Background: an optimization exercise with open tools, aiming at small area and a short achievable clock period. Do not read the settings as production practice.
The RTL was checked by simulation tests, not by an equivalence proof against the original design.

Setup of north:
==> module mult_sched, before the edit <==
module mult_sched
#(
    parameter int NREQ = 4,
    parameter int LAT  = 1
) (
    input  logic                      pclk,
    input  logic                      reset,
    input  logic [NREQ-1:0]           req_valid,
    output logic [NREQ-1:0]           req_ready,
    input  logic [NREQ*A_W-1:0]       req_a,
    input  logic [NREQ*B_W-1:0]       req_b,
    input  logic [NREQ-1:0]           req_mask,
    output logic                      rsp_valid,
    output logic [$clog2(NREQ)-1:0]   rsp_id,
    output logic [P_W-1:0]            rsp_data,
    output logic                      busy
);
    logic [3:0]            elig_s;
    logic [3:0]            grant_s;
    logic                  accept_s;
    logic [1:0]            g_idx_s;
    logic [1:0]            rr_ptr_r;
    logic signed [A_W-1:0] a_sel_s;
    logic signed [B_W-1:0] b_sel_s;
    logic                  v_r;
    logic [1:0]            id_r;
    logic [3:0]            ahead_s [4];
    logic [1:0]            di_s, dj_s;
    always_comb begin
        for (int i = 0; i < 4; i++) begin
            for (int j = 0; j < 4; j++) begin
                di_s = 2'(i) - rr_ptr_r;
                dj_s = 2'(j) - rr_ptr_r;
                ahead_s[i][j] = (dj_s < di_s);
            end
        end
        elig_s = req_valid & ~req_mask;
        for (int i = 0; i < 4; i++) begin
            grant_s[i] = elig_s[i] & ~|(elig_s & ahead_s[i]);
        end
        accept_s = |elig_s;
        g_idx_s  = {grant_s[3] | grant_s[2], grant_s[3] | grant_s[1]};
        a_sel_s = '0;
        b_sel_s = '0;
        for (int i = 0; i < NREQ; i++) begin
            a_sel_s = a_sel_s | (req_a[i*A_W +: A_W] & {A_W{grant_s[i]}});
            b_sel_s = b_sel_s | (req_b[i*B_W +: B_W] & {B_W{grant_s[i]}});
        end
    end
    mult_pipe u_mult (
        .pclk  (pclk),
        .reset (reset),
        .en    (accept_s),
        .a     (a_sel_s),
        .b     (b_sel_s),
        .p     (rsp_data)
    );
    always_ff @(posedge pclk or posedge reset) begin
        if (reset) begin
            rr_ptr_r <= '0;
            v_r      <= 1'b0;
            id_r     <= '0;
        end else begin
            if (accept_s) begin
                rr_ptr_r <= g_idx_s + 2'd1;
            end
            v_r  <= accept_s;
            id_r <= g_idx_s;
        end
    end
    assign req_ready = reset ? '0 : grant_s;
    assign rsp_valid = v_r;
    assign rsp_id    = id_r;
    assign busy      = v_r;
endmodule
clock: 15.0 ns
lec_check: 0
abc_area: 1
cap_margin: 20
core_margin: 2
core_utilization: 40
slew_margin: 20
synth_hierarchical: 1
synth_minimum_keep_size: 0
standard.sh (not shown) runs the stock make flow with config.mk's settings and CLKGATE_MAP_FILE= SYNTH_SCRIPT=/design/flow/synth_recipe.tcl, a recipe that flattens the netlist after the stock synthesis.
==> flow/flow/run.sh <==
#!/bin/bash
# Layout: the standard flow (standard.sh) with these changes to how it is made:
#  - synthesis maps logic with an area-oriented ABC script (flow/abc_area.script, picked
#    through ABC_AREA=1 from a copy of the ORFS scripts folder);
#  - the port buffers that placement inserts on every input and output are buf_1 cells;
#  - timing repair aims for a larger setup margin up to clock tree synthesis, and a
#    smaller one after global routing.
# Each tool's output goes to its own log under orfs/logs/; make's output to run_make*.log.
set -euo pipefail
rm -rf scripts_own
cp -r "$FLOW_HOME/scripts" scripts_own
cp flow/abc_area.script scripts_own/abc_area.script
BUF="BUFFER_PORTS_ARGS=-buffer_cell sky130_fd_sc_hd__buf_1"
bash standard.sh SCRIPTS_DIR="$PWD/scripts_own" SETUP_SLACK_MARGIN=6.3 "$BUF" cts > run_make_cts.log 2>&1
bash standard.sh SCRIPTS_DIR="$PWD/scripts_own" SETUP_SLACK_MARGIN=5.9 "$BUF" > run_make.log 2>&1
==> flow/flow/abc_area.script <==
strash
dch
amap
topo
stime -c
buffer -c
upsize -c
dnsize -c
## Diff of input files: south against north
--- a/flow/design.v
+++ b/flow/design.v
@@ -1649,27 +1649,25 @@
     logic [1:0]            g_idx_s;
     logic [1:0]            rr_ptr_r;
     logic signed [A_W-1:0] a_sel_s;
     logic signed [B_W-1:0] b_sel_s;
     logic                  v_r;
     logic [1:0]            id_r;
-    logic [3:0]            ahead_s [4];
-    logic [1:0]            di_s, dj_s;
     always_comb begin
-        for (int i = 0; i < 4; i++) begin
-            for (int j = 0; j < 4; j++) begin
-                di_s = 2'(i) - rr_ptr_r;
-                dj_s = 2'(j) - rr_ptr_r;
-                ahead_s[i][j] = (dj_s < di_s);
-            end
-        end
         elig_s = req_valid & ~req_mask;
-        for (int i = 0; i < 4; i++) begin
-            grant_s[i] = elig_s[i] & ~|(elig_s & ahead_s[i]);
-        end
-        accept_s = |elig_s;
+        case (rr_ptr_r)
+            2'd0: grant_s = elig_s[0] ? 4'b0001 : elig_s[1] ? 4'b0010 : elig_s[2] ? 4'b0100 :
+                            elig_s[3] ? 4'b1000 : 4'b0000;
+            2'd1: grant_s = elig_s[1] ? 4'b0010 : elig_s[2] ? 4'b0100 : elig_s[3] ? 4'b1000 :
+                            elig_s[0] ? 4'b0001 : 4'b0000;
+            2'd2: grant_s = elig_s[2] ? 4'b0100 : elig_s[3] ? 4'b1000 : elig_s[0] ? 4'b0001 :
+                            elig_s[1] ? 4'b0010 : 4'b0000;
+            default: grant_s = elig_s[3] ? 4'b1000 : elig_s[0] ? 4'b0001 : elig_s[1] ? 4'b0010 :
+                               elig_s[2] ? 4'b0100 : 4'b0000;
+        endcase
+        accept_s = |grant_s;
         g_idx_s  = {grant_s[3] | grant_s[2], grant_s[3] | grant_s[1]};
         a_sel_s = '0;
         b_sel_s = '0;
         for (int i = 0; i < NREQ; i++) begin
             a_sel_s = a_sel_s | (req_a[i*A_W +: A_W] & {A_W{grant_s[i]}});
             b_sel_s = b_sel_s | (req_b[i*B_W +: B_W] & {B_W{grant_s[i]}});
[summary]
south has completed all stages; timing, DRC and antenna checks passed. Number of nets in the synthesized netlist across north and south: no real change. Compared with north, south shows distinct cell type count of the synthesized netlist higher by 3.8%. ~same worst hold slack in north and south.

-- what the ideal ports hide --
How much do the figures lean on ideal ports? The routed layouts below were timed once more, with nothing changed but the port constraints.
Step 1: set_driving_cell puts a clkbuf_16 on pclk and a buf_2 on each other input, an assumption about the parent block.
Step 2 moves the port delays by t, midway between the first and last clock arrival at a register: inputs arrive t later, outputs are due t later. That takes back most of the time a late clock gives input paths.
Slacks: ideal ports / drivers / drivers and shift; pairs: ideal ports / drivers.
| run | t (ns) | setup slack, ns | hold slack, ns |
|---|---|---|---|
| north | 0.464 | 6.178 / 6.202 / 5.739 | 0.496 / 0.496 / 0.496 |
| south | 0.467 | 6.052 / 6.091 / 5.624 | 0.498 / 0.498 / 0.498 |
After both steps every run listed still meets setup and hold. For north, which loses most, drivers alone change the setup slack by +0.024 ns; drivers and shift together by -0.439 ns.
